What follows belongs to an exercise in optimizing a design on an open flow for small area and a short achievable clock period; a production flow would make more cautious choices.
Only simulation tests tie the RTL to the original design; equivalence was not proved.
No activity file was given, so power comes from the tool's default toggle rates.

`flow/config.mk`:
```
export PLATFORM = sky130hd
export DESIGN_NAME = mips_v2_top
export DESIGN_NICKNAME = mips_v2_top
export VERILOG_FILES = /design/flow/design.v
export SDC_FILE = /design/flow/constraint.sdc
export NUM_CORES = 4
export LEC_CHECK = 0
export CAP_MARGIN = 20
export CORE_MARGIN = 2
export CORE_UTILIZATION = 50
export SLEW_MARGIN = 20
```
`flow/constraint.sdc`:
```
create_clock -name core_clock -period 12.0 [get_ports {CLK}]
set_input_delay 2.4000 -clock core_clock [delete_from_list [all_inputs] [get_ports {CLK}]]
set_output_delay 2.4000 -clock core_clock [all_outputs]
set_load 0.01 [all_outputs]
```
`flow/design.v`:
```
module mips_v2_top (
   input  logic        CLK,
   input  logic        RST,
   input  logic        write,
   input  logic [31:0] INST,
   output logic        flag,
   output logic [31:0] out,
   output logic [31:0] ina,
   output logic [31:0] inb,
   output logic [31:0] ALUA,
   output logic [31:0] ALUB,
   output logic [4:0]  addr
);
   localparam int ADD = 0, SUB = 1, AND = 2, OR = 3, XOR = 4, NOR = 5, SLT = 6,
                  SLTU = 7, MOVZ = 8, SLL = 9, SRL = 10, SRA = 11, LUI = 12, FLG = 13;
   localparam int NOP = 14;
   logic [31:0] rf_q [1:31];
   logic [31:1] rv_q;             
   logic [31:0] ina_q, inb_q, alub_q;
   logic [4:0]  addr_q;
   logic [4:0]  sha_q;            
   logic        sft_q;            
   logic        sub_q;            
   logic [NOP-1:0] op_q;          
   logic        pw_q;             
   logic [31:0] res;
   logic        pw;               
   logic [31:0] sum;
   logic        cout;
   always_comb begin
      logic [31:0] a, b, p, g, gg, pp, gn, pn;
      a  = ina_q;
      b  = alub_q ^ {32{sub_q}};
      p  = a ^ b;
      g  = a & b;
      gg = g;
      pp = p;
      gg[0] = g[0] | (p[0] & sub_q);
      for (int d = 1; d < 32; d = d * 2) begin
         gn = gg;
         pn = pp;
         for (int i = d; i < 32; i++) begin
            gn[i] = gg[i] | (pp[i] & gg[i-d]);
            pn[i] = pp[i] & pp[i-d];
         end
         gg = gn;
         pp = pn;
      end
      sum  = p ^ {gg[30:0], sub_q};
      cout = gg[31];
   end
   logic [31:0] shl, shr;
   always_comb begin
      logic [31:0] l, r;
      logic        f;
      f = op_q[SRA] & inb_q[31];
      l = inb_q;
      r = inb_q;
      for (int k = 0; k < 5; k++) begin
         if (sha_q[k]) begin
            l = l << (1 << k);
            r = (r >> (1 << k)) | ~({32{1'b1}} >> (1 << k)) & {32{f}};
         end
      end
      shl = l;
      shr = r;
   end
   always_comb begin
      logic        lt, ltu;
      logic [31:0] rest;
      logic        addz, eqz, restz, zflag;
      ltu  = ~cout;
      lt   = (ina_q[31] ^ alub_q[31]) ? ina_q[31] : sum[31];
      rest = ({32{op_q[AND]}}  & (ina_q & alub_q))
           | ({32{op_q[OR]}}   & (ina_q | alub_q))
           | ({32{op_q[XOR]}}  & (ina_q ^ alub_q))
           | ({32{op_q[NOR]}}  & ~(ina_q | alub_q))
           | ({32{op_q[MOVZ]}} & ina_q)
           | ({32{op_q[SLL]}}  & shl)
           | ({32{op_q[SRL] | op_q[SRA]}} & shr)
           | ({32{op_q[LUI]}}  & {alub_q[15:0], 16'h0000});
      res  = rest
           | ({32{op_q[ADD] | op_q[SUB]}} & sum)
           | {31'b0, (op_q[SLT] & lt) | (op_q[SLTU] & ltu)};
      addz  = ((ina_q ^ alub_q) == {(ina_q[30:0] | alub_q[30:0]), 1'b0});
      eqz   = (ina_q == alub_q);
      restz = (rest == 32'h0);
      zflag = (op_q[ADD] & addz) | (op_q[SUB] & eqz) | (op_q[SLT] & ~lt) |
              (op_q[SLTU] & ~ltu) |
              (~op_q[ADD] & ~op_q[SUB] & ~op_q[SLT] & ~op_q[SLTU] & restz);
      flag  = op_q[FLG] & zflag;
      pw    = pw_q & (~op_q[MOVZ] | (inb_q == 32'h0));
   end
   logic [5:0]  opc, fn;
   logic [4:0]  rs, rt, rd, sh;
   logic [15:0] imm;
   logic [31:0] ra, rb;
   logic        ba, bb;
   assign opc = INST[31:26];
   assign rs  = INST[25:21];
   assign rt  = INST[20:16];
   assign rd  = INST[15:11];
   assign sh  = INST[10:6];
   assign fn  = INST[5:0];
   assign imm = INST[15:0];
   always_comb begin
      logic [31:0] xa, xb;
      xa = '0;
      xb = '0;
      for (int i = 1; i < 32; i++) begin
         xa = xa | ({32{(rs == 5'(i)) & rv_q[i]}} & rf_q[i]);
         xb = xb | ({32{(rt == 5'(i)) & rv_q[i]}} & rf_q[i]);
      end
      ra = xa;
      rb = xb;
   end
   assign ba = pw & (rs == addr_q);
   assign bb = pw & (rt == addr_q);
   logic [NOP-1:0] op_d;
   logic        valid, rtype, shimm, shvar, sext, zext;
   always_comb begin
      op_d   = '0;
      valid  = 1'b1;
      rtype  = 1'b0;
      shimm  = 1'b0;
      shvar  = 1'b0;
      sext   = 1'b0;
      zext   = 1'b0;
      case (opc)
         6'h00: begin
            rtype = 1'b1;
            case (fn)
               6'h20, 6'h21: op_d[ADD]  = 1'b1;
               6'h22, 6'h23: op_d[SUB]  = 1'b1;
               6'h24:        op_d[AND]  = 1'b1;
               6'h25:        op_d[OR]   = 1'b1;
               6'h26:        op_d[XOR]  = 1'b1;
               6'h27:        op_d[NOR]  = 1'b1;
               6'h2A:        op_d[SLT]  = 1'b1;
               6'h2B:        op_d[SLTU] = 1'b1;
               6'h0A:        op_d[MOVZ] = 1'b1;
               6'h00: begin op_d[SLL] = 1'b1; shimm = 1'b1; end
               6'h02: begin op_d[SRL] = 1'b1; shimm = 1'b1; end
               6'h03: begin op_d[SRA] = 1'b1; shimm = 1'b1; end
               6'h04: begin op_d[SLL] = 1'b1; shvar = 1'b1; end
               6'h06: begin op_d[SRL] = 1'b1; shvar = 1'b1; end
               6'h07: begin op_d[SRA] = 1'b1; shvar = 1'b1; end
               default: valid = 1'b0;
            endcase
         end
         6'h08, 6'h09: begin op_d[ADD] = 1'b1; sext = 1'b1; end
         6'h0A:        begin op_d[SLT] = 1'b1; sext = 1'b1; end
         6'h0C:        begin op_d[AND] = 1'b1; zext = 1'b1; end
         6'h0D:        begin op_d[OR]  = 1'b1; zext = 1'b1; end
         6'h0E:        begin op_d[XOR] = 1'b1; zext = 1'b1; end
         6'h0F:        begin op_d[LUI] = 1'b1; zext = 1'b1; end
         default:      valid = 1'b0;
      endcase
      op_d[FLG] = 1'b1;
   end
   logic        selb, sela;
   logic [31:0] ina_d, inb_d, alub_d;
   logic [4:0]  addr_d, sha_d;
   logic        sub_d;
   assign selb   = ~shimm & ~shvar & ~sext & ~zext;    
   assign sela   = shvar;                              
   assign ina_d  = ({32{~ba}} & ra) | ({32{ba}} & res);
   assign inb_d  = ({32{~bb}} & rb) | ({32{bb}} & res);
   assign alub_d = ({32{selb & ~bb}} & rb) | ({32{sela & ~ba}} & ra)
                 | ({32{(selb & bb) | (sela & ba)}} & res)
                 | {{16{sext & imm[15]}}, {16{sext | zext}} & imm}
                 | {27'h0, {5{shimm}} & sh};
   assign sha_d  = ({5{shimm}} & sh) | ({5{shvar & ~ba}} & ra[4:0])
                 | ({5{shvar & ba}} & res[4:0]);
   assign addr_d = ~valid ? 5'd0 : rtype ? rd : rt;
   assign sub_d  = op_d[SUB] | op_d[SLT] | op_d[SLTU];
   always_ff @(posedge CLK) begin
      if (RST) begin
         ina_q  <= '0;
         inb_q  <= '0;
         alub_q <= '0;
         addr_q <= '0;
         sha_q  <= '0;
         sft_q  <= 1'b0;
         sub_q  <= 1'b0;
         op_q   <= '0;
         pw_q   <= 1'b0;
      end else begin
         ina_q  <= ina_d;
         inb_q  <= inb_d;
         alub_q <= alub_d;
         addr_q <= addr_d;
         sha_q  <= sha_d;
         sft_q  <= shimm | shvar;
         sub_q  <= sub_d;
         op_q   <= op_d;
         pw_q   <= write & valid & (addr_d != 5'd0);
      end
   end
   always_ff @(posedge CLK) begin
      for (int i = 1; i < 32; i++) begin
         if (RST)                            rv_q[i] <= 1'b0;
         else if (pw && addr_q == 5'(i))     rv_q[i] <= 1'b1;
      end
   end
   always_ff @(posedge CLK) begin
      for (int i = 1; i < 32; i++)
         if (pw && addr_q == 5'(i)) rf_q[i] <= res;
   end
   assign out  = res;
   assign ina  = ina_q;
   assign inb  = inb_q;
   assign ALUA = sft_q ? inb_q : ina_q;
   assign ALUB = alub_q;
   assign addr = addr_q;
endmodule
```
`flow/flow/run.sh`:
```
#!/bin/bash
# Own flow: the standard layout (standard.sh, unchanged synthesis), with
#  - port buffers of type buf_4 instead of the default delay-cell buffers,
#  - the resizer allowed to swap cells across footprints,
#  - timing repair aimed at 7 ns of setup slack (a 5 ns period target).
# The make output goes to flow_make.log in the work folder.
set -euo pipefail
bash standard.sh \
   MATCH_CELL_FOOTPRINT=0 \
   SETUP_SLACK_MARGIN=7 \
   "BUFFER_PORTS_ARGS=-buffer_cell sky130_fd_sc_hd__buf_4" \
   finish > flow_make.log 2>&1
test -f out/final.def
```
`flow/standard.sh`:
```
#!/bin/bash
# synth_recipe.tcl (not shown) runs the flow's synth.tcl, then flattens the netlist and writes it again
# the make line also repeats each setting of config.mk as NAME=value (left out here)
make -C /OpenROAD-flow-scripts/flow DESIGN_CONFIG=/design/flow/config.mk WORK_HOME=/design/flow/orfs CLKGATE_MAP_FILE= SYNTH_SCRIPT=/design/flow/synth_recipe.tcl "${@:-finish}"
```
==> impl_metrics.ini, run 1 <==
[pwr]
power_mw = 8.29
irDropWorstVdd_mv = 0.154
p_leak_nw = 26.5
powerDensity_mw_per_mm2 = 121

[logic_synthesis]
ys_seq_area_share_pct = 58.7
synth_xor_xnor_area_share_pct = 1.38
synth.area.mux_share_pct = 4.48
yosys_warnings = 2
ys.flop_type = edfxtp_1
synth_compound_area_share_pct = 20.3
yosys.area_share.simple_pct = 9.41
yosysUniqueCellTypes = 79
synth-async-reset-ratio_pct = 0
synth_adder_area_share_pct = 2.16
synth_edf_count = 992
netlist_instances = 4585
synth_seq_cells = 1146
avgSynthCellArea_um2 = 12.2
synth_area_mm2 = 0.0560
syn_nets = 4716
synth_top_family_by_area = compound AO/OA/AOI/OAI gates

[floorplan]
core_mm2 = 0.111
ios = 201
dieWidth_um = 339
start_util_pct = 50.5
fp.dieH_um = 339
die_area_mm2 = 0.115
rows = 122

[job]
maxCapViolations = 0

[critical_path]
ff2ff_setup_slack_ps = 7410
cp_max_fo = 5
arrival_ps = 4440
startpoint_type = flop
path_buf_inv = 2
slowest_delay_ps = 500
critical_path_required_ps = 9600
crit_path_end_kind = primary output
cp_slowest_cell = dfxtp_2
critPathTopFamily = simple AND/OR/NAND/NOR gates
crit_type = flop to primary output
crit_chain = inv_1, ha_1, a22oi_1, nand4_1, a21oi_1, o211ai_1, a21oi_1, and4b_1, nand3_1, nor4_4, o31a_1, buf_6
path_common_cell = a21oi_1

[drt]
wire_per_inst_um = 49.0
viasPerCell = 8.31
num_vias = 54400
finalWirelength_um = 321000
drt-initial-drc-count = 13600
antenna_left = 0
drc = 0
drtPass1Iterations = 12

[clock_tree]
htree_levels = 3
clkTransAtPathRegs_ps = 60
cts_buffers = 116
clock-root-buffer = clkbuf_16
cts.sinks = 1146
worstSkewPairLatency_ps = 780
clockBufferDepth = 3
cts_tree = done

[timing]
fin_crit_ps = 6840
relSlewSlack_pct = 13.6
setup_viol = 0
drv_slew = 0
fin_crit_sh_pct = 57.0
holdWs_ps = 492
rsz0062_at_grt = yes
final_hold_viol_count = 0
finClkSkew_ps = 68.4
fmax_mhz = 146
tns_ps = 0
worst_pin_slew_ps = 1300

[layout]
final_common_cell = edfxtp_1
fin_nets = 5067
drive_gt1_share_pct = 26.8
most-common-layout-cells = 992 x edfxtp_1, 607 x a22oi_1, 489 x buf_4, 253 x nand3_1, 207 x nor2_1
fin_cells = 6547
nFillCells = 8680
syn2layout_area_growth_pct = 22.7
postLayoutCellArea_mm2 = 0.0687

[global_routing]
grt_usage_pct = 53.6
antenna_found_initial = 27
grt_max_degree = 81
grt_first_pass_wirelength_um = 422000
grt_pass1_vias = 49400
grt_overflow = 0

[place]
dp_hpwl_um = 168000
numPortBuffers = 200
gp_congestion = 1.10
post-place-cells = 5994
place_area_mm2 = 0.0595

[status]
status = complete, no violations

[min_path]
hold_class = flop to flop
[Yosys cell counts, types with 8 or more instances]
cell      instances  area share, %
a211oi_1         63           0.84
nor3b_1           8           0.11
o211ai_1         26           0.35
and3_1           77           0.86
nor2b_1          13           0.15
nor2_1          249            1.7
o211a_1           8           0.14
xor2_1           64            1.0
ha_1             95            2.1
a22o_1          181            2.8
nand3_1         258            2.3
buf_1            51           0.34
a21oi_1          95           0.85
edfxtp_1        992             53
dfxtp_1         154            5.5
o21a_1           15           0.20
or3_1             8          0.089
buf_2            20           0.18
mux2i_1         113            2.0
a22oi_1         607            8.1
nor4_1           31           0.35
a31oi_1          36           0.40
or4_1            67           0.90
a221oi_1        190            3.0
clkbuf_1        338            2.3
o22ai_1           8          0.089
or2_2            11           0.12
nand2b_1         22           0.25
mux2_2           20           0.40
a21o_1           15           0.20
inv_1           111           0.74
o21ai_0         100           0.89
nand2_1         191            1.3
xnor2_1          24           0.38
nand4_1          59           0.66
nor3_1           37           0.33
a222oi_1         82            1.5
mux4_2           45            1.8
[state kept, by name, indices dropped and copies added (netlist names)]
register,cells
rf_q,992
sft_q,1
op_q,14
alub_q,32
rv_q,31
sub_q,1
ina_q,32
sha_q,5
inb_q,32
addr_q,5
pw_q,1
[per-stage QoR]
step | util, % | setup WS [ps]
floorplan | - | 6720
global route | 61.9 | 5200
finish | 61.9 | 5160
CTS | 60.6 | 5340
detailed placement | 53.6 | 4690
global placement | 53.6 | 4670
[layout make-up]
class | instances | area [um2] | area share (%)
sequential | 1146 | 33000 | 48.0
multi-input combinational | 2916 | 23300 | 33.9
timing repair buffer | 630 | 5740 | 8.35
clock buffer | 134 | 3090 | 4.49
tap | 1488 | 1860 | 2.71
clock inverter | 86 | 1010 | 1.47
inverter | 112 | 607 | 0.883
timing repair inverter | 14 | 87.6 | 0.127
antenna | 21 | 52.6 | 0.0764
[repair_timing]
action,in CTS,in global routing
setup endpoints to repair,60,70
hold buffers,0,0
endpoints found under the hold margin,0,0
cloned,34,4
pin swaps,103,87
gates resized for setup,446,168
setup buffers,187,83
[cells by family after synthesis]
group | count (synthesis)
AO/OA/AOI/OAI | 1486
flip-flops | 1146
AND/OR/NAND/NOR | 1056
buffers and inverters | 529
multiplexers | 184
adder cells (fa/ha/maj) | 96
XOR/XNOR | 88
[worst paths after layout]
path,startpoint,end,cells past startpoint
hold reg to reg,rv_q[18],rv_q[18],2
setup / recovery,ina_q[21],flag,12
hold / removal,rv_q[18],rv_q[18],2
setup reg to reg,inb_q[6],alub_q[30],13
[layer usage]
layer | vias up | global-route usage [%] | wire length [um] | part of all wire, %
li1 | 19400 | - | - | -
met1 | 26100 | 62.9 | 99500 | 31
met2 | 6689 | 72.6 | 124000 | 39
met3 | 2173 | 29.5 | 61600 | 19
met4 | 42 | 40.9 | 34700 | 11
met5 | - | 2.79 | 1190 | 0.37
[power by group]
| group | switching, mW | internal, mW | total [mW] |
|---|---|---|---|
| registers | 0.00745 | 4.26 | 4.27 |
| logic | 0.0701 | 0.0363 | 0.106 |
| clock network | 1.69 | 2.22 | 3.92 |
| total | 1.77 | 6.52 | 8.29 |
[tightest hold or removal path: cells and delay by family, from the launching register on]
family	cells	cell delay, ps
flip-flops	1	340
AND/OR/NAND/NOR	2	120
==> inputs of run 2 (changes only) <==
--- a/flow/design.v
+++ b/flow/design.v
@@ -16,5 +16,4 @@
    localparam int NOP = 14;
    logic [31:0] rf_q [1:31];
-   logic [31:1] rv_q;             
    logic [31:0] ina_q, inb_q, alub_q;
    logic [4:0]  addr_q;
@@ -109,6 +108,6 @@
       xb = '0;
       for (int i = 1; i < 32; i++) begin
-         xa = xa | ({32{(rs == 5'(i)) & rv_q[i]}} & rf_q[i]);
-         xb = xb | ({32{(rt == 5'(i)) & rv_q[i]}} & rf_q[i]);
+         xa = xa | ({32{(rs == 5'(i))}} & rf_q[i]);
+         xb = xb | ({32{(rt == 5'(i))}} & rf_q[i]);
       end
       ra = xa;
@@ -199,12 +198,6 @@
    end
    always_ff @(posedge CLK) begin
-      for (int i = 1; i < 32; i++) begin
-         if (RST)                            rv_q[i] <= 1'b0;
-         else if (pw && addr_q == 5'(i))     rv_q[i] <= 1'b1;
-      end
-   end
-   always_ff @(posedge CLK) begin
       for (int i = 1; i < 32; i++)
-         if (pw && addr_q == 5'(i)) rf_q[i] <= res;
+         if (RST || (pw && addr_q == 5'(i))) rf_q[i] <= RST ? 32'h0 : res;
    end
    assign out  = res;
==> flow/flow/run.sh (replaced) <==
#!/bin/bash
# Own flow: the standard layout (standard.sh, unchanged synthesis), with
#  - port buffers of type buf_1 (the resizer sizes them up where timing needs it)
#    instead of the default delay-cell buffers,
#  - the resizer allowed to swap cells across footprints,
#  - timing repair aimed at 5.6 ns of setup slack.
# The make output goes to flow_make.log in the work folder.
set -euo pipefail
bash standard.sh \
   MATCH_CELL_FOOTPRINT=0 \
   SETUP_SLACK_MARGIN=5.6 \
   "BUFFER_PORTS_ARGS=-buffer_cell sky130_fd_sc_hd__buf_1" \
   finish > flow_make.log 2>&1
test -f out/final.def
--- a/flow/config.mk
+++ b/flow/config.mk
@@ -9,3 +9,5 @@
 export CORE_MARGIN = 2
 export CORE_UTILIZATION = 50
+export CTS_CLUSTER_DIAMETER = 60
+export CTS_CLUSTER_SIZE = 24
 export SLEW_MARGIN = 20
==> run 2 against run 1 <==
Against the previous run: fmax down 1.3%; clock power down 25%; non-clock buffer count down 169; combinational power rose to 11 times the previous value; routed wire length down 4.7%; core utilization down 4.3 points; critical path type unchanged; highest routed layer unchanged; critical endpoint unchanged.
==> impl_metrics.ini, run 2 <==
[logic_synthesis]
yosysUniqueCellTypes = 85
syn_nets = 4571
synth_commonest_cells = 992 x edfxtp_1, 649 x a22oi_1, 282 x nor2_1
avgSynthCellArea_um2 = 12.4
synth-async-reset-ratio_pct = 0
synth_area_leaders = edfxtp_1 54%, a22oi_1 8.9%, dfxtp_1 4.5%, a221oi_1 2.7%, a22o_1 2.6%
ys_seq_area_share_pct = 58.6
yosys_warnings = 2
synth_seq_cells = 1115
synth.most_common_cell = edfxtp_1
yosys.area.top_type_share_pct = 54.2
synth_edf_count = 992
ys.flop_type = edfxtp_1
netlist_instances = 4440
synth_top_area_cell = edfxtp_1
synth_area_mm2 = 0.0550

[pwr]
switching_share_pct = 29.6
switchingPower_mw = 2.56
p_leak_nw = 22.2
combPwrFrac_pct = 12.9
power_mw = 8.64
powerDensity_mw_per_mm2 = 138
p_int_mw = 6.08
clkPwrFrac_pct = 34.0
irDropWorstVdd_mv = 0.168
p_seq_share_pct = 53.1

[timing]
fmax_mhz = 144
setup_viol = 0
fin_crit_sh_pct = 57.7
final_hold_viol_count = 0
tns_ps = 0
rsz0062_at_grt = yes
finClkSkew_ps = 38.1
fin_crit_ps = 6930
worst_pin_slew_ps = 1310
drv_slew = 0
relSlewSlack_pct = 13.0

[drt]
wire_per_inst_um = 50.1
drt-initial-drc-count = 12200
finalWirelength_um = 306000
num_vias = 51100
antenna_left = 0
viasPerCell = 8.37
drtPass1Iterations = 13
drc = 0

[layout]
postLayoutCellArea_mm2 = 0.0628
syn2layout_area_growth_pct = 14.2
fin_cells = 6106
most-common-layout-cells = 992 x edfxtp_1, 648 x a22oi_1, 237 x buf_4, 208 x nor2_1, 193 x buf_1
drive_gt1_share_pct = 16.3
nFillCells = 8986
largest_register_ff_count = 992
final_common_cell = edfxtp_1
seqCellArea_mm2 = 0.0323
fin_nets = 4755
top_register = rf_q
multi_input_area_mm2 = 0.0224

[clock_tree]
cts.sinks = 1115
clockBufferDepth = 3
clock-root-buffer = clkbuf_16
htree_levels = 3
worstSkewPairLatency_ps = 710
cts_tree = done
clkTransAtPathRegs_ps = 80
cts_buffers = 75

[global_routing]
grt_first_pass_wirelength_um = 403000
antenna_found_initial = 21
grt_usage_pct = 53.0
grt_pass1_vias = 46600
grt_max_degree = 65
grt_overflow = 0

[critical_path]
startpoint_type = flop
crit_type = flop to primary output
rr_worst_depth = 8
arrival_ps = 4530
slowest_delay_ps = 1130
cp_slowest_cell = a222oi_1
crit_chain = buf_4, a222oi_1, o311ai_1, a21oi_1, o221ai_2, nor2_1, nand4_1, or4_4, nor4_4, o41a_1, buf_2
r2r-end = rf_q[21][30]
startpoint = op_q[4]
crit_path_end_kind = primary output
cp_max_fo = 32
timing.rr.start = inb_q[25]
critical_path_required_ps = 9600
ff2ff_setup_slack_ps = 6600

[place]
place_area_mm2 = 0.0583
post-place-cells = 5875
numPortBuffers = 200
dp_hpwl_um = 179000
gp_congestion = 1.07

[job]
maxCapViolations = 0

[floorplan]
rows = 121
ios = 201
dieWidth_um = 336
core_mm2 = 0.109
die_area_mm2 = 0.113
start_util_pct = 50.5
fp.dieH_um = 336

[min_path]
hold_path_end = ina_q[0]
hold_class = flop to flop
whs_path_depth = 2
min-delay-start = op_q[7]

[status]
status = complete, no violations
[run 2: cells by family after synthesis]
kind of cell	Yosys count	synth area share [%]
adder cells (fa/ha/maj)	96	2.20
buffers and inverters	462	3.39
AO/OA/AOI/OAI	1474	20.5
AND/OR/NAND/NOR	1013	9.15
flip-flops	1115	58.6
XOR/XNOR	88	1.40
multiplexers	192	4.76
[run 2: final cells by class]
class / instances / area share, %
inverters: 108 / 0.697
well taps: 1414 / 2.82
diodes: 12 / 0.0478
multi-input cells: 2863 / 35.7
clock inverters: 54 / 1.20
clock buffers: 79 / 3.11
repair buffers: 461 / 4.88
flip-flops and latches: 1115 / 51.5
[run 2: worst max path at each step]
stage,to,cells past startpoint
finish,flag,11
global route,flag,12
CTS,flag,12
detailed placement,flag,11
global placement,flag,11
floorplan,flag,14
[run 2: per-stage QoR]
step	utilization [%]	setup WS [ps]	hold WS (ps)
floorplan	-	5940	569
CTS	57.0	5330	716
detailed placement	53.5	4750	697
finish	57.6	5070	759
global placement	53.5	4740	696
global route	57.6	5200	753
[run 2: layer usage]
layer / track usage, % / wire [um] / share of wire, % / up-vias
li1: - / - / - / 18500
met1: 61.3 / 96200 / 31 / 24700
met2: 74.3 / 123000 / 40 / 5961
met3: 25.5 / 52500 / 17 / 1867
met4: 42.8 / 33500 / 11 / 32
met5: 1.74 / 528 / 0.17 / -
[run 2: power by group through the flow]
stage	Sequential (mW)	Clock, mW	Combinational, mW
floorplan	4.57	0	0.491
global placement	4.65	0	0.994
detailed placement	4.65	0	0.988
CTS	4.56	2.90	1.01
global route	4.59	3.05	1.11
finish	4.59	2.94	1.12
[run 2: what timing repair did]
| item | CTS | global route |
|---|---|---|
| hold buffers | 0 | 0 |
| hold endpoints to repair | 0 | 0 |
| pin swaps | 34 | 23 |
| setup endpoints to repair | 33 | 24 |
| resized for setup | 178 | 64 |
| buffers inserted | 43 | 32 |
| cloned | 8 | 1 |
[run 2: critical path, delay by kind of cell (launching register included)]
| kind | cells | cell delay [ps] |
|---|---|---|
| buffers and inverters | 2 | 420 |
| flip-flops | 1 | 310 |
| AND/OR/NAND/NOR | 4 | 1000 |
| AO/OA/AOI/OAI | 5 | 2080 |
==> inputs of run 3 (changes only) <==
--- a/flow/design.v
+++ b/flow/design.v
@@ -25,12 +25,11 @@
    logic [31:0] res;
    logic        pw;               
-   logic [31:0] sum;
+   logic [31:0] p, g, c;
    logic        cout;
    always_comb begin
-      logic [31:0] a, b, p, g, gg, pp, gn, pn;
-      a  = ina_q;
+      logic [31:0] b, gg, pp, gn, pn;
       b  = alub_q ^ {32{sub_q}};
-      p  = a ^ b;
-      g  = a & b;
+      p  = ina_q ^ b;
+      g  = ina_q & b;
       gg = g;
       pp = p;
@@ -46,5 +45,5 @@
          pp = pn;
       end
-      sum  = p ^ {gg[30:0], sub_q};
+      c    = {gg[30:0], sub_q};
       cout = gg[31];
    end
@@ -66,9 +65,7 @@
    end
    always_comb begin
-      logic        lt, ltu;
-      logic [31:0] rest;
-      logic        addz, eqz, restz, zflag;
-      ltu  = ~cout;
-      lt   = (ina_q[31] ^ alub_q[31]) ? ina_q[31] : sum[31];
+      logic [31:0] rest, r0, r1;
+      logic        adds, d31, slt1, sltc, addz, eqz, restz, fe, fc;
+      adds = op_q[ADD] | op_q[SUB];
       rest = ({32{op_q[AND]}}  & (ina_q & alub_q))
            | ({32{op_q[OR]}}   & (ina_q | alub_q))
@@ -79,14 +76,21 @@
            | ({32{op_q[SRL] | op_q[SRA]}} & shr)
            | ({32{op_q[LUI]}}  & {alub_q[15:0], 16'h0000});
-      res  = rest
-           | ({32{op_q[ADD] | op_q[SUB]}} & sum)
-           | {31'b0, (op_q[SLT] & lt) | (op_q[SLTU] & ltu)};
+      d31  = ina_q[31] ^ alub_q[31];
+      slt1 = (op_q[SLT] & d31 & ina_q[31]) | (op_q[SLTU] & ~g[31] & ~p[31]);
+      sltc = (op_q[SLT] & ~d31) | (op_q[SLTU] & ~g[31]);    
+      r0   = rest | ({32{adds}} & p);
+      r1   = rest | ({32{adds}} & ~p);
+      for (int i = 1; i < 32; i++)
+         res[i] = c[i] ? r1[i] : r0[i];
+      r1[0] = rest[0] | (adds & (p[0] ^ sub_q)) | slt1;
+      res[0] = c[31] ? r1[0] : (r1[0] | sltc);
       addz  = ((ina_q ^ alub_q) == {(ina_q[30:0] | alub_q[30:0]), 1'b0});
       eqz   = (ina_q == alub_q);
       restz = (rest == 32'h0);
-      zflag = (op_q[ADD] & addz) | (op_q[SUB] & eqz) | (op_q[SLT] & ~lt) |
-              (op_q[SLTU] & ~ltu) |
+      fe    = (op_q[ADD] & addz) | (op_q[SUB] & eqz) |
+              (op_q[SLT] & d31 & ~ina_q[31]) | (op_q[SLTU] & g[31]) |
               (~op_q[ADD] & ~op_q[SUB] & ~op_q[SLT] & ~op_q[SLTU] & restz);
-      flag  = op_q[FLG] & zflag;
+      fc    = (op_q[SLT] & ~d31) | (op_q[SLTU] & p[31]);
+      flag  = op_q[FLG] & (fe | (fc & c[31]));
       pw    = pw_q & (~op_q[MOVZ] | (inb_q == 32'h0));
    end
==> flow/flow/run.sh (replaced) <==
#!/bin/bash
# Own flow: the standard layout (standard.sh, unchanged synthesis), with
#  - port buffers of type buf_1 (the resizer sizes them up where timing needs it)
#    instead of the default delay-cell buffers,
#  - the resizer allowed to swap cells across footprints,
#  - timing repair aimed at 5.6 ns of setup slack up to clock tree synthesis, and at
#    6.0 ns in the global-route repair, which sees the routed wires.
# Each run's make output goes to its own log file in the work folder.
set -euo pipefail
COMMON=(MATCH_CELL_FOOTPRINT=0 "BUFFER_PORTS_ARGS=-buffer_cell sky130_fd_sc_hd__buf_1")
bash standard.sh "${COMMON[@]}" SETUP_SLACK_MARGIN=5.6 cts > flow_make_cts.log 2>&1
bash standard.sh "${COMMON[@]}" SETUP_SLACK_MARGIN=6.0 finish > flow_make_finish.log 2>&1
test -f out/final.def
==> run 3 against run 2 <==
Against the previous run: first-iteration DRC count down 4.7%; routed wire length shrank 1.2%; register-to-register slack improved by 1100 ps; clock skew increased by 27 ps; largest power group unchanged.
==> impl_metrics.ini, run 3 <==
[job]
maxCapViolations = 0

[timing]
drv_slew = 0
relSlewSlack_pct = 17.9
fin_crit_sh_pct = 54.6
worst_pin_slew_ps = 1230
setup_viol = 0
final_hold_viol_count = 0
finClkSkew_ps = 65.6
fin_crit_ps = 6560
tns_ps = 0
rsz0062_at_grt = yes
fmax_mhz = 153

[logic_synthesis]
netlist_instances = 4550
avgSynthCellArea_um2 = 12.1
ys.flop_type = edfxtp_1
synth_top_area_cell = edfxtp_1
synth_area_mm2 = 0.0550
yosys_warnings = 2
yosys.area.top_type_share_pct = 54.2
synth.most_common_cell = edfxtp_1
synth_area_leaders = edfxtp_1 54%, a22oi_1 13%, dfxtp_1 4.5%, nand2_1 2.9%, mux4_2 2.4%
synth_seq_cells = 1115
synth_edf_count = 992
syn_nets = 4680
yosysUniqueCellTypes = 87
synth-async-reset-ratio_pct = 0
ys_seq_area_share_pct = 58.7
synth_commonest_cells = 992 x edfxtp_1, 932 x a22oi_1, 421 x nand2_1

[layout]
drive_gt1_share_pct = 16.9
final_common_cell = edfxtp_1
syn2layout_area_growth_pct = 15.2
fin_nets = 4873
nFillCells = 8963
most-common-layout-cells = 992 x edfxtp_1, 930 x a22oi_1, 418 x nand2_1, 233 x buf_4, 188 x buf_1
largest_register_ff_count = 992
fin_cells = 6244
top_register = rf_q

[drt]
viasPerCell = 8.15
wire_per_inst_um = 48.4
drt-initial-drc-count = 11600
antenna_left = 0
drc = 0
drtPass1Iterations = 10
num_vias = 50900
finalWirelength_um = 303000

[critical_path]
ff2ff_setup_slack_ps = 7720
critical_path_required_ps = 9600
startpoint_type = flop
arrival_ps = 4160
rr_worst_depth = 9
crit_type = flop to primary output
r2r-end = rf_q[31][8]
crit_path_end_kind = primary output
timing.rr.start = inb_q[24]
cp_max_fo = 5

[floorplan]
rows = 121
ios = 201
fp.dieH_um = 336
core_mm2 = 0.109
die_area_mm2 = 0.113
start_util_pct = 50.4
dieWidth_um = 336

[clock_tree]
clock-root-buffer = clkbuf_16
htree_levels = 3
cts_buffers = 86
worstSkewPairLatency_ps = 760
cts_tree = done
clkTransAtPathRegs_ps = 80
cts_hold_buf = 0
clockBufferDepth = 3
cts.sinks = 1115

[place]
post-place-cells = 5981
numPortBuffers = 200
gp_congestion = 1.05
dp_hpwl_um = 173000

[global_routing]
grt_first_pass_wirelength_um = 399000
grt_pass1_vias = 46400
grt_overflow = 0
grt_max_degree = 65
grt_usage_pct = 52.5
antenna_found_initial = 18

[status]
status = complete, no violations

[pwr]
p_leak_nw = 22.7
irDropWorstVdd_mv = 0.156
powerDensity_mw_per_mm2 = 141

[min_path]
min-delay-start = rf_q[20][8]
hold_path_end = inb_q[8]
hold_class = flop to flop
whs_path_depth = 5
run 3: changes by cell type after synthesis, moves of 30 or more:
cell      change
a221oi_1    -143
a22o_1      -152
nand3_1     -103
a22oi_1     +283
mux2i_1      -30
nor2_1       -40
nand2_1     +243
run 3: kinds of logic after synthesis:
kind of cell	count (synthesis)	share of synthesized area, %
adder cells (fa/ha/maj)	95	2.16
buffers and inverters	458	3.32
XOR/XNOR	93	1.48
multiplexers	176	4.76
AND/OR/NAND/NOR	1132	9.86
AO/OA/AOI/OAI	1481	19.8
flip-flops	1115	58.7
run 3: metal layers:
layer	vias up	track usage, %	wire length [um]
met3	1768	24.0	52300
met2	6006	74.2	123000
met4	27	42.1	32400
met1	24300	61.0	94200
li1	18700	-	-
met5	-	2.04	495
run 3: area by class of cell:
cell class                      count  area [um2]  share of cell area, %
Antenna cell                       18        45.0                 0.0711
Timing Repair Buffer              460        3070                   4.85
Clock inverter                     69         993                   1.57
Clock buffer                       88        2180                   3.44
Tap cell                         1414        1770                   2.79
Inverter                          103         405                  0.640
Multi-Input combinational cell   2977       22500                   35.6
Sequential cell                  1115       32300                   51.1
run 3: power breakdown:
part	internal [mW]	switching [mW]
Clock	1.56	1.69
Combinational	0.306	0.841
Sequential	4.38	0.172
run 3: how the worst max path moves through the flow:
stage	start	end	slack [ps]	depth (start not counted)
4_1_cts	sub_q	out[15]	5580	10
5_1_grt	sub_q	flag	5520	12
3_5_place_dp	sha_q[1]	out[30]	4800	10
2_1_floorplan	sub_q	out[28]	6130	13
3_3_place_gp	sha_q[1]	out[30]	4780	10
6_report	ina_q[1]	flag	5440	10
run 3: worst max-delay path, stage by stage (launching register included):
cell and delay [ps]:
dfxtp_1 590, inv_1 200, ha_1 280, xor2_1 370, nand4_1 410, nor4_1 440
nand4_1 400, nand3_1 240, o21ai_0 170, o21ai_2 140, buf_2 180
run 3: per-stage QoR:
step	hold slack, ps	utilization, %	setup slack, ps	cell area [um2]	power (mW)
5_1_grt	885	58.0	5520	63300	9.06
3_3_place_gp	795	53.4	4780	58200	5.64
3_5_place_dp	792	53.4	4800	58300	5.64
2_1_floorplan	685	-	6130	55000	5.06
6_report	836	58.1	5440	63300	8.95
4_1_cts	825	57.2	5580	62300	8.79
run 3: what timing repair did:
item | in CTS | in global routing
pin swaps | 17 | 58
gates resized for setup | 126 | 142
gates cloned | 3 | 1
buffers inserted | 33 | 49
setup endpoints to repair | 33 | 32
==> inputs of run 4 (changes only) <==
--- a/flow/config.mk
+++ b/flow/config.mk
@@ -8,5 +8,5 @@
 export CAP_MARGIN = 20
 export CORE_MARGIN = 2
-export CORE_UTILIZATION = 50
+export CORE_UTILIZATION = 58
 export CTS_CLUSTER_DIAMETER = 60
 export CTS_CLUSTER_SIZE = 24
==> run 4 against run 3 <==
Against the previous run: still clean on timing, DRC and antenna; worst hold slack got worse by 23 ps; fmax is 1.9% higher; core utilization is 7.9 points higher; die area down 14%; largest cell class unchanged; critical endpoint unchanged; sequential power about the same.
==> impl_metrics.ini, run 4 <==
[drt]
drc = 0
viasPerCell = 8.54
drt-initial-drc-count = 13700
wire_per_inst_um = 46.9
finalWirelength_um = 282000
num_vias = 51300
drtPass1Iterations = 14
antenna_left = 0

[status]
status = complete, no violations

[timing]
drv_slew = 0
fin_crit_sh_pct = 53.6
relSlewSlack_pct = 16.2
holdWs_ps = 813
final_hold_viol_count = 0
fmax_mhz = 156
rsz0062_at_grt = yes
fin_crit_ps = 6430
setup_viol = 0
tns_ps = 0
finClkSkew_ps = 67.7
worst_pin_slew_ps = 1260

[global_routing]
use_met3_pct = 28.9
grt_pass1_vias = 46300
grtUsageMet1_pct = 64.5
grt_busiest_layer = met2
grt_usage_pct = 55.9
grtUsageMet2_pct = 76.4
grt_overflow = 0
grt_max_degree = 74
antenna_found_initial = 21
grt_first_pass_wirelength_um = 374000

[logic_synthesis]
synth_seq_cells = 1115
yosys_warnings = 2
netlist_instances = 4550
synth_top_area_cell = edfxtp_1
yosysUniqueCellTypes = 87
ys_seq_area_share_pct = 58.7
synth_area_mm2 = 0.0550
synth-async-reset-ratio_pct = 0
ys.flop_type = edfxtp_1
synth_edf_count = 992
syn_nets = 4680
synth_area_leaders = edfxtp_1 54%, a22oi_1 13%, dfxtp_1 4.5%, nand2_1 2.9%, mux4_2 2.4%
yosys.area.top_type_share_pct = 54.2
synth_commonest_cells = 992 x edfxtp_1, 932 x a22oi_1, 421 x nand2_1
synth.most_common_cell = edfxtp_1
avgSynthCellArea_um2 = 12.1

[clock_tree]
cts.sinks = 1115
cts_tree = done
htree_levels = 3
clkTransAtPathRegs_ps = 80
cts_hold_buf = 0
worstSkewPairLatency_ps = 690
cts_buffers = 68
clockBufferDepth = 3
clock-root-buffer = clkbuf_16

[pwr]
power_mw = 8.22
irDropWorstVdd_mv = 0.169
powerDensity_mw_per_mm2 = 133
p_leak_nw = 22.0

[place]
numPortBuffers = 200
place_area_mm2 = 0.0578
gp_congestion = 1.13
dp_hpwl_um = 157000

[critical_path]
arrival_ps = 4030
ff2ff_setup_slack_ps = 7740
critical_path_required_ps = 9600
startpoint_type = flop
crit_type = flop to primary output
crit_path_end_kind = primary output
cp_max_fo = 5

[layout]
postLayoutCellArea_mm2 = 0.0618
fin_nets = 4823
nFillCells = 7074
top_register = rf_q
most-common-layout-cells = 992 x edfxtp_1, 930 x a22oi_1, 416 x nand2_1, 209 x buf_4, 184 x buf_1
drive_gt1_share_pct = 15.5
syn2layout_area_growth_pct = 12.4
largest_register_ff_count = 992
final_common_cell = edfxtp_1

[min_path]
hold_class = flop to flop

[floorplan]
ios = 201
fp.dieH_um = 312
die_area_mm2 = 0.0973
start_util_pct = 58.7
rows = 112
core_mm2 = 0.0936
dieWidth_um = 312

[job]
maxCapViolations = 0
## run 4: worst paths after layout
| check | startpoint | cells past startpoint | end |
|---|---|---|---|
| hold / removal | rf_q[31][16] | 5 | inb_q[16] |
| setup / recovery | ina_q[10] | 10 | flag |
| setup reg to reg | inb_q[17] | 10 | alub_q[17] |
| hold reg to reg | rf_q[31][16] | 5 | inb_q[16] |
## run 4: cell type report
| cell class | instances | area (um2) | share of cell area (%) |
|---|---|---|---|
| timing repair buffer | 427 | 2700 | 4.36 |
| sequential | 1115 | 32300 | 52.3 |
| tap | 1254 | 1570 | 2.54 |
| clock inverter | 33 | 359 | 0.581 |
| multi-input combinational | 2977 | 22600 | 36.5 |
| inverter | 103 | 405 | 0.656 |
| antenna | 22 | 55.1 | 0.0891 |
| timing repair inverter | 1 | 5.00 | 0.00810 |
| clock buffer | 77 | 1800 | 2.91 |
## run 4: where the power goes
group	leakage (nW)	switching (mW)	total [mW]	internal [mW]
clock	1.04	1.38	2.55	1.17
combinational	9.69	0.787	1.09	0.303
sequential	11.3	0.204	4.58	4.38
total	22.0	2.37	8.22	5.85
## run 4: layer usage
metal,up-vias,share of wire [%]
met5,-,0.15
met4,36,12
met3,2152,20
met2,6570,39
met1,23900,29
li1,18600,-
## run 4: cell families after synthesis
| kind of cell | Yosys count | share of synthesized area [%] |
|---|---|---|
| AOI/OAI and AO/OA | 1481 | 19.8 |
| DFF | 1115 | 58.7 |
| buffers and inverters | 458 | 3.32 |
| and+or+nand+nor | 1132 | 9.86 |
| adders and majority gates | 95 | 2.16 |
| xor gates and xnor gates | 93 | 1.48 |
| muxes | 176 | 4.76 |
## run 4: worst max-delay path, cell delays in order, from the launching register on
cell,delay (ps)
dfxtp_2,460
inv_1,130
ha_1,440
a222oi_1,830
nand3_1,190
a221oi_2,270
o21ai_2,270
nor3_1,300
nand3b_1,120
o21ai_2,170
buf_2,160
## run 4: timing repair
item	4_1_cts	5_1_grt
endpoints found under the setup margin	33	33
pin swaps	7	66
gates cloned	2	1
setup buffers	17	65
resized for setup	66	218
## run 4: metrics by stage
stage	cells	setup slack, ps	utilization (%)
6_report	6009	5570	66.0
5_1_grt	5990	5590	66.0
4_1_cts	5921	5560	64.5
2_1_floorplan	4550	6130	-
3_3_place_gp	5792	5070	61.7
3_5_place_dp	5792	5120	61.7
==> inputs of run 5 (changes only) <==
--- a/flow/design.v
+++ b/flow/design.v
@@ -65,15 +65,17 @@
    end
    always_comb begin
-      logic [31:0] rest, r0, r1;
-      logic        adds, d31, slt1, sltc, addz, eqz, restz, fe, fc;
+      logic [31:0] rlog, rest, r0, r1, zmask;
+      logic        adds, shft, d31, slt1, sltc, addz, eqz, restz, shz, fe, fc;
       adds = op_q[ADD] | op_q[SUB];
-      rest = ({32{op_q[AND]}}  & (ina_q & alub_q))
+      shft = op_q[SLL] | op_q[SRL] | op_q[SRA];
+      rlog = ({32{op_q[AND]}}  & (ina_q & alub_q))
            | ({32{op_q[OR]}}   & (ina_q | alub_q))
            | ({32{op_q[XOR]}}  & (ina_q ^ alub_q))
            | ({32{op_q[NOR]}}  & ~(ina_q | alub_q))
            | ({32{op_q[MOVZ]}} & ina_q)
+           | ({32{op_q[LUI]}}  & {alub_q[15:0], 16'h0000});
+      rest = rlog
            | ({32{op_q[SLL]}}  & shl)
-           | ({32{op_q[SRL] | op_q[SRA]}} & shr)
-           | ({32{op_q[LUI]}}  & {alub_q[15:0], 16'h0000});
+           | ({32{op_q[SRL] | op_q[SRA]}} & shr);
       d31  = ina_q[31] ^ alub_q[31];
       slt1 = (op_q[SLT] & d31 & ina_q[31]) | (op_q[SLTU] & ~g[31] & ~p[31]);
@@ -87,8 +89,11 @@
       addz  = ((ina_q ^ alub_q) == {(ina_q[30:0] | alub_q[30:0]), 1'b0});
       eqz   = (ina_q == alub_q);
-      restz = (rest == 32'h0);
+      restz = (rlog == 32'h0);
+      zmask = op_q[SLL] ? (32'hffffffff >> sha_q) : (32'hffffffff << sha_q);
+      shz   = ((inb_q & zmask) == 32'h0);
       fe    = (op_q[ADD] & addz) | (op_q[SUB] & eqz) |
               (op_q[SLT] & d31 & ~ina_q[31]) | (op_q[SLTU] & g[31]) |
-              (~op_q[ADD] & ~op_q[SUB] & ~op_q[SLT] & ~op_q[SLTU] & restz);
+              (shft & shz) |
+              (~op_q[ADD] & ~op_q[SUB] & ~op_q[SLT] & ~op_q[SLTU] & ~shft & restz);
       fc    = (op_q[SLT] & ~d31) | (op_q[SLTU] & p[31]);
       flag  = op_q[FLG] & (fe | (fc & c[31]));
--- a/flow/config.mk
+++ b/flow/config.mk
@@ -8,5 +8,5 @@
 export CAP_MARGIN = 20
 export CORE_MARGIN = 2
-export CORE_UTILIZATION = 58
+export CORE_UTILIZATION = 50
 export CTS_CLUSTER_DIAMETER = 60
 export CTS_CLUSTER_SIZE = 24
==> run 5 against run 4 <==
Against the previous run: highest routed layer unchanged; worst hold slack improved by 46 ps; core utilization fell by 8.3 points; critical path type unchanged; sequential share of layout area fell by 3.3 points.
==> impl_metrics.ini, run 5 <==
[critical_path]
arrival_ps = 4090
cp_max_fo = 5
crit_chain = ha_1, a22oi_2, nand2_1, a221oi_4, nand3_1, nor4_2, nand4_1, o211ai_1, o31a_1, buf_1
crit_path_end_kind = primary output
crit_type = flop to primary output
timing.rr.start = inb_q[8]
startpoint_type = flop
startpoint = ina_q[18]
cp_slowest_cell = a22oi_2
critical_path_required_ps = 9600
slowest_delay_ps = 520

[place]
place_area_mm2 = 0.0608
post-place-cells = 6449
dp_hpwl_um = 205000
numPortBuffers = 200
gp_congestion = 1.10

[pwr]
irDropWorstVdd_mv = 0.145
powerDensity_mw_per_mm2 = 138
p_leak_nw = 24.5

[clock_tree]
clock-root-buffer = clkbuf_16
cts_buffers = 86
htree_levels = 3
cts_tree = done
clkTransAtPathRegs_ps = 90
cts_hold_buf = 0
cts.sinks = 1115
worstSkewPairLatency_ps = 750
clockBufferDepth = 3

[drt]
finalWirelength_um = 339000
drt-initial-drc-count = 13000
wire_per_inst_um = 50.5
num_vias = 56600
drc = 0
antenna_left = 0
viasPerCell = 8.43
drtPass1Iterations = 11

[logic_synthesis]
yosys.area.top_type_share_pct = 51.8
netlist_instances = 4942
synth_seq_cells = 1115
avgSynthCellArea_um2 = 11.6
synth_commonest_cells = 992 x edfxtp_1, 705 x a22oi_1, 333 x clkbuf_1
ys.flop_type = edfxtp_1
synth_edf_count = 992
ys_seq_area_share_pct = 56.1
syn_nets = 5072
synth-async-reset-ratio_pct = 0
synth_area_leaders = edfxtp_1 52%, a22oi_1 9.2%, dfxtp_1 4.3%, and3_1 3.0%, clkbuf_1 2.2%
synth_area_mm2 = 0.0575
synth.most_common_cell = edfxtp_1
yosysUniqueCellTypes = 95
synth_top_area_cell = edfxtp_1
yosys_warnings = 2

[global_routing]
grt_max_degree = 65
grt_overflow = 0
grt_usage_pct = 56.0
grt_first_pass_wirelength_um = 444000
grt_pass1_vias = 51100
antenna_found_initial = 28

[layout]
syn2layout_area_growth_pct = 14.7
fin_nets = 5230
final_util_pct = 57.7
nFillCells = 9608
largest_register_ff_count = 992
final_common_cell = edfxtp_1
drive_gt1_share_pct = 17.1
most-common-layout-cells = 992 x edfxtp_1, 704 x a22oi_1, 273 x and3_1, 272 x buf_4, 250 x nand2_1
fin_cells = 6711
top_register = rf_q
postLayoutCellArea_mm2 = 0.0659
seqCellArea_mm2 = 0.0324
multi_input_area_mm2 = 0.0249

[floorplan]
die_area_mm2 = 0.118
ios = 201
fp.dieH_um = 343
dieWidth_um = 343
rows = 124
core_mm2 = 0.114
start_util_pct = 50.4

[status]
status = complete, no violations

[timing]
finClkSkew_ps = 52.4
final_hold_viol_count = 0
fin_crit_ps = 6490
fin_crit_sh_pct = 54.1
rsz0062_at_grt = yes
setup_viol = 0
relSlewSlack_pct = 18.5
fmax_mhz = 154
tns_ps = 0
drv_slew = 0
worst_pin_slew_ps = 1220

[job]
maxCapViolations = 0

[min_path]
min-delay-start = rf_q[5][4]
hold_class = flop to flop
run 5: cell types whose count changed in the layout (fill, tap and decap cells not counted), moves of 52 or more:
cell,change
a22oi_1,-226
a2111oi_0,+85
nand2_1,-166
buf_4,+63
nand3_1,+154
and3_1,+257
nor2_1,+52
run 5: power by group:
part	switching [mW]	total, mW	internal, mW
Sequential	0.187	4.57	4.38
Clock	1.71	3.20	1.49
Combinational	0.981	1.32	0.339
run 5: cell type report:
type / count / area share (%)
antenna: 33 / 0.125
clock buffer: 94 / 3.42
clock inverter: 60 / 1.25
inverter: 102 / 0.617
multi-input combinational: 3297 / 37.7
sequential: 1115 / 49.1
tap: 1512 / 2.87
timing repair buffer: 497 / 4.91
timing repair inverter: 1 / 0.0114
run 5: final timing paths:
| kind | slack, ps | depth (start not counted) | end |
|---|---|---|---|
| max | 5510 | 10 | flag |
| min | 860 | 6 | ina_q[4] |
| max reg2reg | 7150 | 7 | rf_q[31][6] |
| min reg2reg | 860 | 6 | ina_q[4] |
run 5: cells by family (layout without fill, tap and decap cells):
family	after synthesis	count (layout)	share of synthesized area (%)
AO/OA/AOI/OAI	1443	1443	18.4
XOR/XNOR	90	90	1.37
adder cells (fa/ha/maj)	95	95	2.07
buffers and inverters	530	754	3.92
flip-flops	1115	1115	56.1
multiplexers	163	163	4.36
other	0	33	0
AND/OR/NAND/NOR	1506	1506	13.8
run 5: metal layers:
layer  track usage, %  share of wire [%]
met1             64.5                 31
met2             75.5                 39
met3             28.3                 19
met4             50.3                 12
met5            0.641              0.068
run 5: through the flow:
step / setup WS, ps / power [mW] / hold WS (ps)
after global placement: 5310 / 5.77 / 812
after CTS: 5410 / 8.85 / 856
final: 5510 / 9.08 / 859
after detailed placement: 5290 / 5.77 / 830
after global routing: 5600 / 9.14 / 926
after floorplan: 6500 / 5.11 / 589
run 5: timing repair:
action	CTS	global route
setup buffers	20	50
pin swaps	10	41
resized for setup	79	219
gates cloned	1	1
setup endpoints to repair	32	40
run 5: worst max-delay path: cells and delay by family (launching register included):
| kind | cells | cell delay, ps |
|---|---|---|
| adder cells (fa/ha/maj) | 1 | 260 |
| AO/OA/AOI/OAI | 4 | 1650 |
| buffers and inverters | 1 | 180 |
| AND/OR/NAND/NOR | 4 | 810 |
| flip-flops | 1 | 450 |
==> inputs of run 6 (changes only) <==
==> flow/flow/run.sh (replaced) <==
#!/bin/bash
# Own flow: the standard layout (standard.sh, unchanged synthesis), with
#  - port buffers of type buf_1 (the resizer sizes them up where timing needs it)
#    instead of the default delay-cell buffers,
#  - the resizer allowed to swap cells across footprints,
#  - timing repair aimed at 5.8 ns of setup slack up to clock tree synthesis, and at
#    6.4 ns in the global-route repair, which sees the routed wires.
# Each run's make output goes to its own log file in the work folder.
set -euo pipefail
COMMON=(MATCH_CELL_FOOTPRINT=0 "BUFFER_PORTS_ARGS=-buffer_cell sky130_fd_sc_hd__buf_1")
bash standard.sh "${COMMON[@]}" SETUP_SLACK_MARGIN=5.8 cts > flow_make_cts.log 2>&1
bash standard.sh "${COMMON[@]}" SETUP_SLACK_MARGIN=6.4 finish > flow_make_finish.log 2>&1
test -f out/final.def
==> run 6 against run 5 <==
Against the previous run: sequential cell count unchanged; non-clock buffer count up 42; combinational power rose by 5%; global-route usage up 0.14 points; cell count up 0.60%; worst setup slack gained 270 ps; core utilization grew 1.1 points; still clean on timing, DRC and antenna; critical endpoint is now out[17]; count of clock-buffer cells in the layout unchanged; fmax increased by 4.4%; via count up 0.73%; die area unchanged.
==> impl_metrics.ini, run 6 <==
[global_routing]
antenna_found_initial = 28
grt_usage_pct = 56.1
grt_first_pass_wirelength_um = 445000
grt_pass1_vias = 51300
grt_max_degree = 65
grt_overflow = 0

[place]
dp_hpwl_um = 205000
place_area_mm2 = 0.0608
post-place-cells = 6449
post-place-ws_ps = 5290
gp_congestion = 1.10
numPortBuffers = 200

[pwr]
p_leak_nw = 24.8
powerDensity_mw_per_mm2 = 136
irDropWorstVdd_mv = 0.147
power_mw = 9.15

[clock_tree]
clock-root-buffer = clkbuf_16
htree_levels = 3
cts_hold_buf = 0
cts_tree = done
clkTransAtPathRegs_ps = 90
worstSkewPairLatency_ps = 740
cts_buffers = 86
clockBufferDepth = 3
cts.sinks = 1115

[layout]
most-common-layout-cells = 992 x edfxtp_1, 702 x a22oi_1, 305 x buf_4, 273 x and3_1, 247 x nand2_1
seqCellArea_mm2 = 0.0324
largest_register_ff_count = 992
syn2layout_area_growth_pct = 16.8
fin_nets = 5272
postLayoutCellArea_mm2 = 0.0672
final_common_cell = edfxtp_1
drive_gt1_share_pct = 19.6
top_register = rf_q
nFillCells = 9475
fin_cells = 6751
multi_input_area_mm2 = 0.0256

[drt]
antenna_left = 0
drc = 0
num_vias = 57000
drt-initial-drc-count = 13200
drtPass1Iterations = 14
finalWirelength_um = 341000
wire_per_inst_um = 50.6
viasPerCell = 8.45

[critical_path]
arrival_ps = 3820
cp_max_fo = 5
crit_type = flop to primary output
startpoint = alub_q[15]
crit_end = out[17]
timing.rr.start = inb_q[19]
rr_worst_depth = 8
crit_path_end_kind = primary output
critical_path_required_ps = 9600
startpoint_type = flop
r2r-end = rf_q[31][6]
ff2ff_setup_slack_ps = 7190

[floorplan]
rows = 124
ios = 201
start_util_pct = 50.4
core_mm2 = 0.114
fp.dieH_um = 343
dieWidth_um = 343
die_area_mm2 = 0.118

[logic_synthesis]
synth_commonest_cells = 992 x edfxtp_1, 705 x a22oi_1, 333 x clkbuf_1
synth_area_leaders = edfxtp_1 52%, a22oi_1 9.2%, dfxtp_1 4.3%, and3_1 3.0%, clkbuf_1 2.2%
synth_area_mm2 = 0.0575
synth-async-reset-ratio_pct = 0
synth_top_family_by_area = compound AO/OA/AOI/OAI gates
yosys_warnings = 2
avgSynthCellArea_um2 = 11.6
synth_adder_area_share_pct = 2.07
synth_compound_area_share_pct = 18.4
synth.area.mux_share_pct = 4.36
synth.most_common_cell = edfxtp_1
synth_top_area_cell = edfxtp_1
yosys.area_share.simple_pct = 13.8
synth_xor_xnor_area_share_pct = 1.37
synth_seq_cells = 1115
synth_edf_count = 992
yosysUniqueCellTypes = 95
ys.flop_type = edfxtp_1
ys_seq_area_share_pct = 56.1
syn_nets = 5072
netlist_instances = 4942
yosys.area.top_type_share_pct = 51.8

[timing]
drv_slew = 0
final_hold_viol_count = 0
fin_crit_ps = 6220
tns_ps = 0
fmax_mhz = 161
worst_slack_ps = 5780
worst_pin_slew_ps = 1210
rsz0062_at_grt = yes
setup_viol = 0
finClkSkew_ps = 45.9
relSlewSlack_pct = 19.5
fin_crit_sh_pct = 51.8

[job]
maxCapViolations = 0

[min_path]
hold_class = flop to flop

[status]
status = complete, no violations
run 6: layout make-up:
| class | count | share of cell area [%] |
|---|---|---|
| sequential | 1115 | 48.2 |
| multi-input combinational | 3297 | 38.1 |
| timing repair buffer | 539 | 5.51 |
| clock buffer | 94 | 3.36 |
| tap | 1512 | 2.82 |
| clock inverter | 60 | 1.23 |
| inverter | 102 | 0.624 |
| antenna | 31 | 0.115 |
| timing repair inverter | 1 | 0.00745 |
run 6: metal layers:
layer	global-route usage, %	share of wire, %
met5	0.841	0.11
met4	50.0	12
met3	28.5	18
met2	76.0	39
met1	64.5	31
run 6: per-stage QoR:
stage / util, % / hold slack, ps
floorplan: - / 589
global placement: 53.2 / 812
detailed placement: 53.2 / 830
CTS: 56.7 / 856
global route: 58.8 / 926
finish: 58.8 / 871
run 6: worst min path at each step:
stage | startpoint | endpoint | slack [ps] | cells past startpoint
floorplan | pw_q | inb_q[1] | 590 | 3
global placement | rf_q[5][4] | ina_q[4] | 810 | 6
detailed placement | rf_q[12][4] | ina_q[4] | 830 | 6
CTS | rf_q[5][4] | ina_q[4] | 860 | 6
global route | rf_q[18][4] | ina_q[4] | 930 | 6
finish | rf_q[5][4] | ina_q[4] | 870 | 6
run 6: repair_timing:
item	CTS	global route
endpoints found under the setup margin	33	118
setup buffers	36	72
pin swaps	17	78
resized for setup	148	336
cloned	1	4
run 6: worst max-delay path, stage by stage (launching register included):
cell       delay (ps)
dfxtp_1           690
xor2_2            160
ha_4              360
buf_6             110
buf_6              80
nand2_1            40
o21a_1            210
nor3_2            640
a211oi_2          100
o2111ai_4         190
a41oi_1            90
o31a_1            210
inv_1              70
buf_1             150
run 6: logic make-up after synthesis:
kind of cell / count (synthesis)
simple gates: 1506
compound gates: 1443
flops: 1115
buf+inv: 530
mux: 163
fa+ha+maj: 95
xor+xnor: 90
run 6: power breakdown:
part	total, mW	internal [mW]	leakage [nW]	switching, mW
Sequential	4.57	4.38	11.3	0.188
Clock	3.20	1.49	1.49	1.71
Combinational	1.39	0.378	12.0	1.01
Total	9.15	6.25	24.8	2.91
==> inputs of run 7 (changes only) <==
--- a/flow/design.v
+++ b/flow/design.v
@@ -65,17 +65,15 @@
    end
    always_comb begin
-      logic [31:0] rlog, rest, r0, r1, zmask;
-      logic        adds, shft, d31, slt1, sltc, addz, eqz, restz, shz, fe, fc;
+      logic [31:0] rest, r0, r1;
+      logic        adds, d31, slt1, sltc, addz, eqz, restz, fe, fc;
       adds = op_q[ADD] | op_q[SUB];
-      shft = op_q[SLL] | op_q[SRL] | op_q[SRA];
-      rlog = ({32{op_q[AND]}}  & (ina_q & alub_q))
+      rest = ({32{op_q[AND]}}  & (ina_q & alub_q))
            | ({32{op_q[OR]}}   & (ina_q | alub_q))
            | ({32{op_q[XOR]}}  & (ina_q ^ alub_q))
            | ({32{op_q[NOR]}}  & ~(ina_q | alub_q))
            | ({32{op_q[MOVZ]}} & ina_q)
+           | ({32{op_q[SLL]}}  & shl)
+           | ({32{op_q[SRL] | op_q[SRA]}} & shr)
            | ({32{op_q[LUI]}}  & {alub_q[15:0], 16'h0000});
-      rest = rlog
-           | ({32{op_q[SLL]}}  & shl)
-           | ({32{op_q[SRL] | op_q[SRA]}} & shr);
       d31  = ina_q[31] ^ alub_q[31];
       slt1 = (op_q[SLT] & d31 & ina_q[31]) | (op_q[SLTU] & ~g[31] & ~p[31]);
@@ -89,11 +87,8 @@
       addz  = ((ina_q ^ alub_q) == {(ina_q[30:0] | alub_q[30:0]), 1'b0});
       eqz   = (ina_q == alub_q);
-      restz = (rlog == 32'h0);
-      zmask = op_q[SLL] ? (32'hffffffff >> sha_q) : (32'hffffffff << sha_q);
-      shz   = ((inb_q & zmask) == 32'h0);
+      restz = (rest == 32'h0);
       fe    = (op_q[ADD] & addz) | (op_q[SUB] & eqz) |
               (op_q[SLT] & d31 & ~ina_q[31]) | (op_q[SLTU] & g[31]) |
-              (shft & shz) |
-              (~op_q[ADD] & ~op_q[SUB] & ~op_q[SLT] & ~op_q[SLTU] & ~shft & restz);
+              (~op_q[ADD] & ~op_q[SUB] & ~op_q[SLT] & ~op_q[SLTU] & restz);
       fc    = (op_q[SLT] & ~d31) | (op_q[SLTU] & p[31]);
       flag  = op_q[FLG] & (fe | (fc & c[31]));
==> run 7 against run 6 <==
Against the previous run: still clean; fmax fell by 2.5%; clock power rose by 2%; core utilization fell by 0.071 points; critical path depth fell by 2; worst setup slack got worse by 160 ps; largest cell class unchanged.
==> impl_metrics.ini, run 7 <==
[floorplan]
start_util_pct = 50.4
rows = 121
core_mm2 = 0.109
fp.dieH_um = 336
ios = 201
die_area_mm2 = 0.113
dieWidth_um = 336

[clock_tree]
clock-root-buffer = clkbuf_16
clockBufferDepth = 3
cts_buffers = 86
cts.sinks = 1115
cts_hold_buf = 0
clkTransAtPathRegs_ps = 80
htree_levels = 3
worstSkewPairLatency_ps = 750
cts_tree = done

[logic_synthesis]
yosysUniqueCellTypes = 87
syn_nets = 4680
synth-async-reset-ratio_pct = 0
synth_area_mm2 = 0.0550
avgSynthCellArea_um2 = 12.1
synth.most_common_cell = edfxtp_1
synth_area_leaders = edfxtp_1 54%, a22oi_1 13%, dfxtp_1 4.5%, nand2_1 2.9%, mux4_2 2.4%
synth_edf_count = 992
synth_commonest_cells = 992 x edfxtp_1, 932 x a22oi_1, 421 x nand2_1
ys_seq_area_share_pct = 58.7
synth_seq_cells = 1115
yosys_warnings = 2
netlist_instances = 4550
ys.flop_type = edfxtp_1
synth_top_area_cell = edfxtp_1
yosys.area.top_type_share_pct = 54.2

[drt]
drt-initial-drc-count = 11900
viasPerCell = 8.16
wire_per_inst_um = 48.6
num_vias = 51300
antenna_left = 0
finalWirelength_um = 305000
drtPass1Iterations = 11
drc = 0

[critical_path]
ff2ff_setup_slack_ps = 7740
crit_path_end_kind = primary output
crit_type = flop to primary output
startpoint_type = flop
path_common_cell = nand4_1
critical_path_required_ps = 9600
crit_chain = buf_4, mux2i_1, o22ai_1, nand2_1, nand4_1, a221oi_1, o21ai_1, nor4_1, nand4_1, o21ai_2, buf_2
cp_max_fo = 7
rr_worst_depth = 9
timing.rr.start = inb_q[17]
arrival_ps = 3980
path_buf_inv = 2
cp_slowest_cell = dfxtp_4
critPathTopFamily = compound AO/OA/AOI/OAI gates
slowest_delay_ps = 450
r2r-end = rf_q[31][8]

[min_path]
whs_path_depth = 6
hold_path_end = inb_q[1]
hold_class = flop to flop
min-delay-start = rf_q[31][1]

[job]
maxCapViolations = 0

[timing]
final_hold_viol_count = 0
rsz0062_at_grt = yes
fmax_mhz = 157
fin_crit_ps = 6380
holdWs_ps = 834
finClkSkew_ps = 63.5
relSlewSlack_pct = 15.9
tns_ps = 0
worst_pin_slew_ps = 1260
fin_crit_sh_pct = 53.2
setup_viol = 0
drv_slew = 0

[global_routing]
grt_max_degree = 65
grtUsageMet2_pct = 74.1
grt_overflow = 0
grt_pass1_vias = 46800
antenna_found_initial = 16
grtUsageMet1_pct = 61.3
grt_busiest_layer = met2
grt_usage_pct = 52.7
use_met3_pct = 24.5
grt_first_pass_wirelength_um = 401000

[place]
dp_hpwl_um = 173000
numPortBuffers = 200
place_area_mm2 = 0.0583
gp_congestion = 1.05

[layout]
multi_input_area_mm2 = 0.0229
most-common-layout-cells = 992 x edfxtp_1, 930 x a22oi_1, 418 x nand2_1, 267 x buf_4, 185 x buf_1
drive_gt1_share_pct = 18.8
fin_nets = 4915
largest_register_ff_count = 992
top_register = rf_q
syn2layout_area_growth_pct = 16.5
seqCellArea_mm2 = 0.0324
nFillCells = 8881
postLayoutCellArea_mm2 = 0.0640
final_common_cell = edfxtp_1

[pwr]
powerDensity_mw_per_mm2 = 140
p_leak_nw = 23.0
irDropWorstVdd_mv = 0.157

[status]
status = complete, no violations
## run 7: changes by cell type in the layout (fill, tap and decap cells not counted), sizes merged, moves of 43 or more
cell     delta
a2111oi    -91
a22oi     +226
and3      -260
buf        -43
nand2     +168
nand3     -156
## run 7: how the worst max path moves through the flow
stage | start | end | cells after the start
floorplan | sub_q | out[28] | 13
global placement | sha_q[1] | out[30] | 10
detailed placement | sha_q[1] | out[30] | 10
CTS | sub_q | out[13] | 12
global route | sub_q | out[30] | 14
finish | sha_q[1] | flag | 11
## run 7: cell type report
class	count	share of cell area, %
Multi-Input combinational cell	2977	35.7
Sequential cell	1115	50.6
Antenna cell	15	0.0586
Inverter	103	0.633
Clock inverter	69	1.55
Timing Repair Buffer	502	5.35
Clock buffer	88	3.40
Tap cell	1414	2.76
## run 7: metrics by stage
step	cells	total power, mW	utilization, %	setup slack [ps]
after detailed placement	5981	5.64	53.4	4800
final	6283	8.98	58.8	5620
after global routing	6268	9.10	58.7	5640
after CTS	6207	8.81	57.7	5680
after global placement	5980	5.64	53.4	4780
after floorplan	4550	5.06	-	6130
## run 7: cell families after synthesis
group / after synthesis / synth area share [%]
AOI/OAI and AO/OA: 1481 / 19.8
xor gates and xnor gates: 93 / 1.48
adders and majority gates: 95 / 2.16
buffers and inverters: 458 / 3.32
DFF: 1115 / 58.7
muxes: 176 / 4.76
and+or+nand+nor: 1132 / 9.86
## run 7: what timing repair did
| action | CTS | global route |
|---|---|---|
| pin swaps | 50 | 70 |
| cloned | 4 | 4 |
| resized for setup | 201 | 158 |
| hold endpoints to repair | 0 | 0 |
| setup endpoints to repair | 33 | 36 |
| setup buffers | 65 | 55 |
## run 7: report_power, final
| part | switching [mW] | internal (mW) |
|---|---|---|
| clock network | 1.69 | 1.56 |
| registers | 0.174 | 4.38 |
| logic | 0.856 | 0.326 |
## run 7: worst min-delay path, stage by stage, from the launching register on
cell,delay [ps]
edfxtp_1,360
a22oi_1,70
nand2_1,70
nor4_1,80
a21oi_1,130
a21oi_1,50
nor2_1,70
## run 7: routing by layer
layer  vias to the layer above  wire [um]
li1                      18800          -
met1                     24600      95000
met2                      5973     123000
met3                      1816      53500
met4                        23      32900
met5                         -        480

-- re-timing with driven ports --
No port has a modelled driver above. Below, the same layouts with a new extraction and two added sets of constraints. Step 1, drivers: a clkbuf_16 drives CLK and a buf_2 each remaining input, both assumed. Step 2 also shifts input and output timing later by t, the mid clock arrival at the registers, as if the neighbouring blocks saw the same clock. Slacks: ideal / step 1 / step 2; pairs: ideal / step 1.
| run | t, ns | setup WS [ns] | worst hold slack (ns) | worst register clock-pin slew, ns | worst slew at a driven data input, ns |
|---|---|---|---|---|---|
| run 1 | 0.820 | 5.161 / 5.083 / 5.903 | 0.492 / 0.492 / 0.492 | 0.08 / 0.08 | 0.07 |
| run 2 | 0.769 | 5.072 / 4.994 / 4.987 | 0.759 / 0.759 / 0.759 | 0.10 / 0.10 | 0.13 |
| run 3 | 0.800 | 5.445 / 5.372 / 5.204 | 0.836 / 0.836 / 0.836 | 0.10 / 0.10 | 0.14 |
| run 4 | 0.722 | 5.570 / 5.500 / 5.543 | 0.813 / 0.813 / 0.813 | 0.10 / 0.10 | 0.15 |
| run 5 | 0.797 | 5.507 / 5.436 / 5.048 | 0.859 / 0.859 / 0.859 | 0.10 / 0.10 | 0.13 |
| run 6 | 0.792 | 5.778 / 5.707 / 5.426 | 0.871 / 0.871 / 0.871 | 0.10 / 0.10 | 0.14 |
| run 7 | 0.791 | 5.621 / 5.549 / 5.413 | 0.834 / 0.834 / 0.834 | 0.10 / 0.10 | 0.13 |
After both steps setup and hold are still met in every run listed. The setup slack of run 5, which loses most, moves by -0.071 ns with the drivers and by -0.459 ns with both steps.
